Background: an optimization exercise with open tools, aiming at small area and a short achievable clock period. Do not read the settings as production practice. The RTL was checked by simulation tests, not by an equivalence proof against the original design. Power figures rest on the tool's default switching activity, not on a simulated workload.

File: flow/config.mk
export PLATFORM = sky130hd
export DESIGN_NAME = ram_sdp_be_top
export DESIGN_NICKNAME = ram_sdp_be_top
export VERILOG_FILES = /design/flow/design.v
export SDC_FILE = /design/flow/constraint.sdc
export NUM_CORES = 4
export LEC_CHECK = 0
export CAP_MARGIN = 20
export CORE_MARGIN = 2
export CORE_UTILIZATION = 45
export CTS_BUF_LIST = sky130_fd_sc_hd__clkbuf_16
export CTS_CLUSTER_DIAMETER = 80
export CTS_CLUSTER_SIZE = 24
export SETUP_SLACK_MARGIN = 2.7
export SLEW_MARGIN = 20
export SYNTH_HIERARCHICAL = 1
File: flow/constraint.sdc
create_clock -name core_clock -period 5.0 [get_ports {clk}]
set_input_delay 1.0000 -clock core_clock [delete_from_list [all_inputs] [get_ports {clk}]]
set_output_delay 1.0000 -clock core_clock [all_outputs]
set_load 0.01 [all_outputs]
File: flow/design.v
module ram_sdp_be_bit_next (
    input  logic q,
    input  logic d,
    input  logic sel,
    input  logic sel_n,
    output logic nxt
);
    assign nxt = (q & sel_n) | (d & sel);
endmodule
module ram_sdp_be_rd_aoi #(
    parameter int N = 3
) (
    input  logic [N-1:0] d,
    input  logic [N-1:0] sel,
    output logic         y_n
);
    assign y_n = !(|(d & sel));
endmodule
module ram_sdp_be_nand4 (
    input  logic [3:0] a,
    output logic       y
);
    assign y = !(&a);
endmodule
module ram_sdp_be_nor2 (
    input  logic [1:0] a,
    output logic       y
);
    assign y = !(|a);
endmodule
module ram_sdp_be_oai21 (
    input  logic [1:0] a,
    input  logic       b,
    output logic       y
);
    assign y = !((|a) && b);
endmodule
module ram_sdp_be_nand3 (
    input  logic [2:0] a,
    output logic       y
);
    assign y = !(&a);
endmodule
module ram_sdp_be_nand2 (
    input  logic [1:0] a,
    output logic       y
);
    assign y = !(&a);
endmodule
module ram_sdp_be #(
    parameter int DATA_WIDTH = 32,
    parameter int ADDR_WIDTH = 6
) (
    input  logic                      clk,
    input  logic                      rst_n,
    input  logic                      we,
    input  logic [ADDR_WIDTH-1:0]     waddr,
    input  logic [DATA_WIDTH-1:0]     wdata,
    input  logic [DATA_WIDTH/8-1:0]   wbe,
    input  logic                      re,
    input  logic [ADDR_WIDTH-1:0]     raddr,
    output logic [DATA_WIDTH-1:0]     rdata,
    output logic                      rvalid,
    input  logic                      perr_inject,
    output logic [DATA_WIDTH/8-1:0]   rd_perr
);
    localparam int NB    = DATA_WIDTH / 8;
    localparam int DEPTH = 2 ** ADDR_WIDTH;
    localparam int BW    = 9;       
    generate
        if (DATA_WIDTH % 8 != 0) begin : g_bad_width
            $error("ram_sdp_be: DATA_WIDTH must be a multiple of 8");
        end
        if (ADDR_WIDTH != 6) begin : g_bad_depth
            $error("ram_sdp_be: the read tree is built for ADDR_WIDTH 6");
        end
    endgenerate
    logic [BW-1:0] wr_lane [NB];
    always_comb begin
        for (int i = 0; i < NB; i++) begin
            wr_lane[i][7:0] = wdata[8*i +: 8];
            wr_lane[i][8]   = (^wdata[8*i +: 8]) ^ perr_inject;
        end
    end
    logic [BW-1:0] mem [DEPTH][NB];
    for (genvar w = 0; w < DEPTH; w++) begin : g_word
        logic wsel;
        assign wsel = rst_n && we && (waddr == ADDR_WIDTH'(w));
        for (genvar i = 0; i < NB; i++) begin : g_lane
            logic          sel;
            logic [BW-1:0] q, nxt;
            assign sel = wsel && wbe[i];
            for (genvar b = 0; b < BW; b++) begin : g_bit
                ram_sdp_be_bit_next u_next (
                    .q    (q[b]),
                    .d    (wr_lane[i][b]),
                    .sel  (sel),
                    .sel_n(!sel),
                    .nxt  (nxt[b])
                );
            end
            always_ff @(posedge clk) begin
                q <= nxt;
            end
            assign mem[w][i] = q;
        end
    end
    logic [DEPTH-1:0] rsel;
    logic [NB-1:0]    fwd;
    logic [BW-1:0]    rd_lane [NB];
    always_comb begin
        for (int w = 0; w < DEPTH; w++) begin
            rsel[w] = (raddr == ADDR_WIDTH'(w));
        end
        for (int i = 0; i < NB; i++) begin
            fwd[i] = we && wbe[i] && (waddr == raddr);
        end
    end
    for (genvar i = 0; i < NB; i++) begin : g_rd_lane
        for (genvar b = 0; b < BW; b++) begin : g_rd_bit
            logic [DEPTH-1:0] col;
            for (genvar w = 0; w < DEPTH; w++) begin : g_col
                assign col[w] = mem[w][i][b];
            end
            localparam int NG = (DEPTH + 2) / 3;
            logic [NG-1:0] grp_n;
            for (genvar g = 0; g < NG; g++) begin : g_grp
                localparam int LO = 3 * g;
                localparam int N  = (DEPTH - LO < 3) ? DEPTH - LO : 3;
                ram_sdp_be_rd_aoi #(.N(N)) u_aoi (
                    .d  (col[LO +: N]),
                    .sel(rsel[LO +: N]),
                    .y_n(grp_n[g])
                );
            end
            logic [5:0] l2;
            logic [2:0] l3_n;
            for (genvar k = 0; k < 5; k++) begin : g_l2
                ram_sdp_be_nand4 u_nand (.a(grp_n[4*k +: 4]), .y(l2[k]));
            end
            ram_sdp_be_nand2 u_nand_l2 (.a(grp_n[21:20]), .y(l2[5]));
            if (b < 8) begin : g_data
                logic byp_n;
                for (genvar k = 0; k < 3; k++) begin : g_l3
                    ram_sdp_be_oai21 u_oai (.a(l2[2*k +: 2]), .b(!fwd[i]), .y(l3_n[k]));
                end
                ram_sdp_be_nand2 u_byp (.a({fwd[i], wdata[8*i+b]}), .y(byp_n));
                ram_sdp_be_nand4 u_nand_l4 (.a({byp_n, l3_n}), .y(rd_lane[i][b]));
            end else begin : g_par
                for (genvar k = 0; k < 3; k++) begin : g_l3
                    ram_sdp_be_nor2 u_nor (.a(l2[2*k +: 2]), .y(l3_n[k]));
                end
                ram_sdp_be_nand3 u_nand_l4 (.a(l3_n), .y(rd_lane[i][b]));
            end
        end
    end
    logic [NB*BW-1:0]      s1_word;
    logic [NB-1:0]         s1_fwd;
    logic                  s1_valid;
    always_ff @(posedge clk) begin
        s1_valid <= rst_n && re;
        for (int i = 0; i < NB; i++) begin
            s1_word[BW*i +: BW] <= rd_lane[i];
            s1_fwd[i]           <= fwd[i];
        end
    end
    always_ff @(posedge clk) begin
        rvalid <= rst_n && s1_valid;
        for (int i = 0; i < NB; i++) begin
            rdata[8*i +: 8] <= s1_word[BW*i +: 8];
            rd_perr[i]      <= !s1_fwd[i] && (^s1_word[BW*i +: BW]);
        end
    end
endmodule
module ram_sdp_be_top (
    input  logic        clk,
    input  logic        rst_n,
    input  logic        we,
    input  logic [5:0]  waddr,
    input  logic [31:0] wdata,
    input  logic [3:0]  wbe,
    input  logic        re,
    input  logic [5:0]  raddr,
    output logic [31:0] rdata,
    output logic        rvalid,
    input  logic        perr_inject,
    output logic [3:0]  rd_perr
);
    ram_sdp_be #(
        .DATA_WIDTH(32),
        .ADDR_WIDTH(6)
    ) u_ram (
        .clk        (clk),
        .rst_n      (rst_n),
        .we         (we),
        .waddr      (waddr),
        .wdata      (wdata),
        .wbe        (wbe),
        .re         (re),
        .raddr      (raddr),
        .rdata      (rdata),
        .rvalid     (rvalid),
        .perr_inject(perr_inject),
        .rd_perr    (rd_perr)
    );
endmodule
File: flow/run.sh
#!/bin/bash
# synth_recipe.tcl (not shown) runs the flow's synth.tcl, then flattens the netlist and writes it again
# the make line also repeats each setting of config.mk as NAME=value (left out here)
make -C /OpenROAD-flow-scripts/flow DESIGN_CONFIG=/design/flow/config.mk WORK_HOME=/design/flow/orfs CLKGATE_MAP_FILE= SYNTH_SCRIPT=/design/flow/synth_recipe.tcl finish
==> run notes <==
[cells in the final DEF (no fill, tap or decap), types with 21 or more instances in the layout]
cell       Yosys  routed
buf_6          0      72
nand4_1      219     219
clkbuf_16      0     153
buf_4          2     403
nand3_2        0     138
nor2_1       340      30
dfxtp_2        0      22
nand2_2        0      72
a222oi_1     757     757
o21ai_1       96      52
buf_12         0     173
nand3_4        0      53
o21ai_2        0      42
nor2_4         0     294
nor2_2         0      53
buf_2         50      21
a22o_1      2304    2304
dfxtp_1     2382    2360
nand2_1      267     163
[Yosys stat by module, one instance, submodules excluded, a selection]
module	flip-flops and latches	area (um2)
ram_sdp_be_nand3	0	5.005
ram_sdp_be_nand2	0	3.754
ram_sdp_be_oai21	0	5.005
ram_sdp_be_nand4	0	6.256
ram_sdp_be_bit_next	0	8.758
ram_sdp_be_nor2	0	3.754
[cell type report]
type / instances / area [um2] / share of cell area [%]
multi-input combinational: 4333 / 38930 / 38.13
clock inverter: 74 / 729.5 / 0.7145
antenna: 12 / 30.03 / 0.02941
tap: 2370 / 2965 / 2.905
inverter: 3 / 11.26 / 0.01103
sequential: 2382 / 47710 / 46.74
timing repair buffer: 709 / 8287 / 8.117
clock buffer: 137 / 3428 / 3.358
[critical path, stage by stage]
cell and delay (ns):
buf_12 0.10, or2_4 0.20, buf_6 0.13, buf_8 0.13, buf_6 0.11, nor2_4 0.04, buf_12 0.15, buf_6 0.17
a222oi_1 0.53, nand4_1 0.26, o21ai_1 0.26, nand4_1 0.11
[cells by family after synthesis]
kind of cell | synth area share [%]
AOI/OAI and AO/OA | 34.35
DFF | 57.99
and+or+nand+nor | 6.158
buffers and inverters | 0.7029
xor gates and xnor gates | 0.7440
muxes | 0.05477
[worst paths after layout]
path / from / end / slack, ns / depth (start not counted)
min reg2reg: u_ram.s1_word[15] / u_ram.rdata[14] / 0.42 / 0
max: raddr[4] / u_ram.s1_word[3] / 2.52 / 12
min: u_ram.s1_word[15] / u_ram.rdata[14] / 0.42 / 0
max reg2reg: u_ram.g_word[3].g_lane[1].q[6] / u_ram.s1_word[15] / 3.01 / 4
[state kept, by name, summed over array words and instances (netlist names)]
signal / cells
u_ram.g_word.g_lane.q: 2304
u_ram.s1_word: 36
u_ram.rdata: 32
u_ram.rd_perr: 4
u_ram.s1_fwd: 4
u_ram.rvalid: 1
u_ram.s1_valid: 1
[metrics by stage]
stage | util [%] | cells | cell area, um2 | total power (uW) | setup slack (ns)
4_1_cts | 55.14 | 9888 | 99890 | 36000 | 2.521
3_5_place_dp | 49.89 | 9386 | 90370 | 23910 | 0.5649
3_3_place_gp | 49.89 | 9386 | 90370 | 23850 | 0.6491
2_1_floorplan | - | 6808 | 85190 | 22510 | 2.194
5_1_grt | 56.35 | 10010 | 102100 | 37110 | 2.540
6_report | 56.36 | 10020 | 102100 | 36240 | 2.515
[synth_stat cells (all sizes together)]
cell type,number
nand4,219
and4,6
nor2,340
mux2,4
nand2,267
o21ai,96
and4bb,6
buf,56
and4b,4
clkbuf,76
nor3,1
nor2b,14
xnor2,28
xor2,11
nand2b,4
a22o,2304
and2,10
o2111a,1
a222oi,757
inv,3
xnor3,12
nor4bb,1
nor4,1
nor4b,4
nand3,198
or2,1
and3,2
dfxtp,2382
[metal layers]
layer  vias up  GRT usage, %  share of wire (%)
li1      30660             -                  -
met1     37340         50.31                 38
met2      5586         54.34                 42
met3      1103         10.03                 12
met4         8         22.54                7.4
met5         -             0              0.016
[report_power, final]
group | internal [uW] | total, uW | switching (uW)
clock network | 5560 | 12300 | 6740
registers | 20000 | 20700 | 686
logic | 1360 | 3220 | 1860
[timing repair]
action,in CTS,in global routing
hold buffers,0,0
setup buffers,246,98
resized for setup,653,197
pin swaps,185,164
cloned,45,22
setup endpoints to repair,2381,1710
==> results by group <==
Outcome
  • Status: finished clean

Detailed routing
  • Initial DRC Count: 14720
  • Vias post-DR: 74690
  • Post-DRT Antenna Nets: 0
  • Number of remaining DRC errors: 0
  • Routed WL: 376300 um
  • Vias/cell: 7.454
  • Avg WL per Cell: 37.56 um
  • Initial DRT Pass Iterations: 15

Logic synthesis
  • #FFs+latches synth: 2382
  • Area leader, netlist: dfxtp_1
  • Synth top area share: 57.99%
  • Netlist cell types: 33
  • Synth Instances: 6808
  • Mapped cell area: 0.08223 mm2
  • Avg Inst Size Synth: 12.08 um2
  • Post-synthesis sequential area ratio: 57.99%
  • Ys Warns: 12
  • Post-Syn Nets: 6861
  • Synth top area cells: dfxtp_1 (58%), a22o_1 (25%), a222oi_1 (9.2%)

CTS
  • H-tree depth reported by CTS: 4
  • Cts bufs inserted: 130
  • CTS tree: done
  • Worst-path clk slew: 0.10 ns
  • Clock root buffer: clkbuf_16
  • Latest clock arrival within the worst-skew pair: 0.86 ns
  • Max clock buf depth: 3
  • Clock sink count: 2382

Timing
  • Final setup vio count: 0
  • Slew headroom: 29.49%
  • RSZ-0062 raised after global routing: yes
  • Actual slew at the worst max-slew pin: 1.058 ns
  • Sum Neg Setup Slack: 0 ns
  • Max Freq: 0.4025 GHz
  • Hold Slack: 0.4184 ns
  • Fin crit share: 49.69%
  • Worst-case clock skew: 0.05170 ns
  • Hold Vio Cnt, Final: 0
  • Slew Viols, Final: 0
  • Final Critical Period: 2.485 ns

Placed design
  • I/O Buffers: 89
  • Post-DP HPWL: 222000 um
  • Routability cong.: 0.9656

Worst setup path
  • CP Data Arrival Time: 3.22 ns
  • Setup crit start kind: primary input
  • Worst Setup End Kind: flop
  • Critical path type: in -> reg
  • Maximum fanout along the worst path: 8
  • WP data required: 5.73 ns

Power and ir drop
  • Pwr per Cell Area: 355.0 mW/mm2
  • Static leakage: 0.03694 uW
  • Max VDD drop: 316.9 uV

Global route
  • Largest net degree at the start of global routing: 68
  • Total track usage: 37.65%
  • Initial antenna violation count: 16
  • Total gr overflow: 0
  • First-pass GRT wire length: 516200 um
  • Number of global-route vias before repair: 69020

Cells and area
  • Layout Nets: 7612
  • Share of cells above drive strength 1: 21.83%
  • Synthesis-to-finish area growth: 24.15%
  • Number of fill cells: 14920

Flow run
  • # Max-Cap Violations: 0

Min path
  • Type of the worst min-delay path: reg -> reg

Floorplanning
  • Core ar.: 0.1811 mm2
  • Num ports: 90
  • Die span in x: 431.5 um
  • Die area: 0.1862 mm2
  • Initial core utilization: 45.40%
  • Row count: 156
  • Chip height: 431.5 um

## static timing again, ports no longer ideal
No port has a modelled driver above. Below, the same layout with a new extraction and two added sets of constraints.
Step 1: set_driving_cell puts a clkbuf_16 on clk and a buf_2 on each other input, an assumption about the parent block.
Step 2 moves the port delays by t, midway between the first and last clock arrival at a register: inputs arrive t later, outputs are due t later. That takes back most of the time a late clock gives input paths.
Three values: ideal, step 1, step 2; two values: the first two.
shift t [ns]: 0.925
setup WS [ns]: 2.515 / 2.444 / 1.519
worst setup path after step 2: input to register
slew at the worst register clock pin (ns): 0.10 / 0.10
cell pins on the clock port's net: 1
After both steps this run still meets setup and hold. The setup slack of this run moves by -0.071 ns with the drivers and by -0.996 ns with both steps.
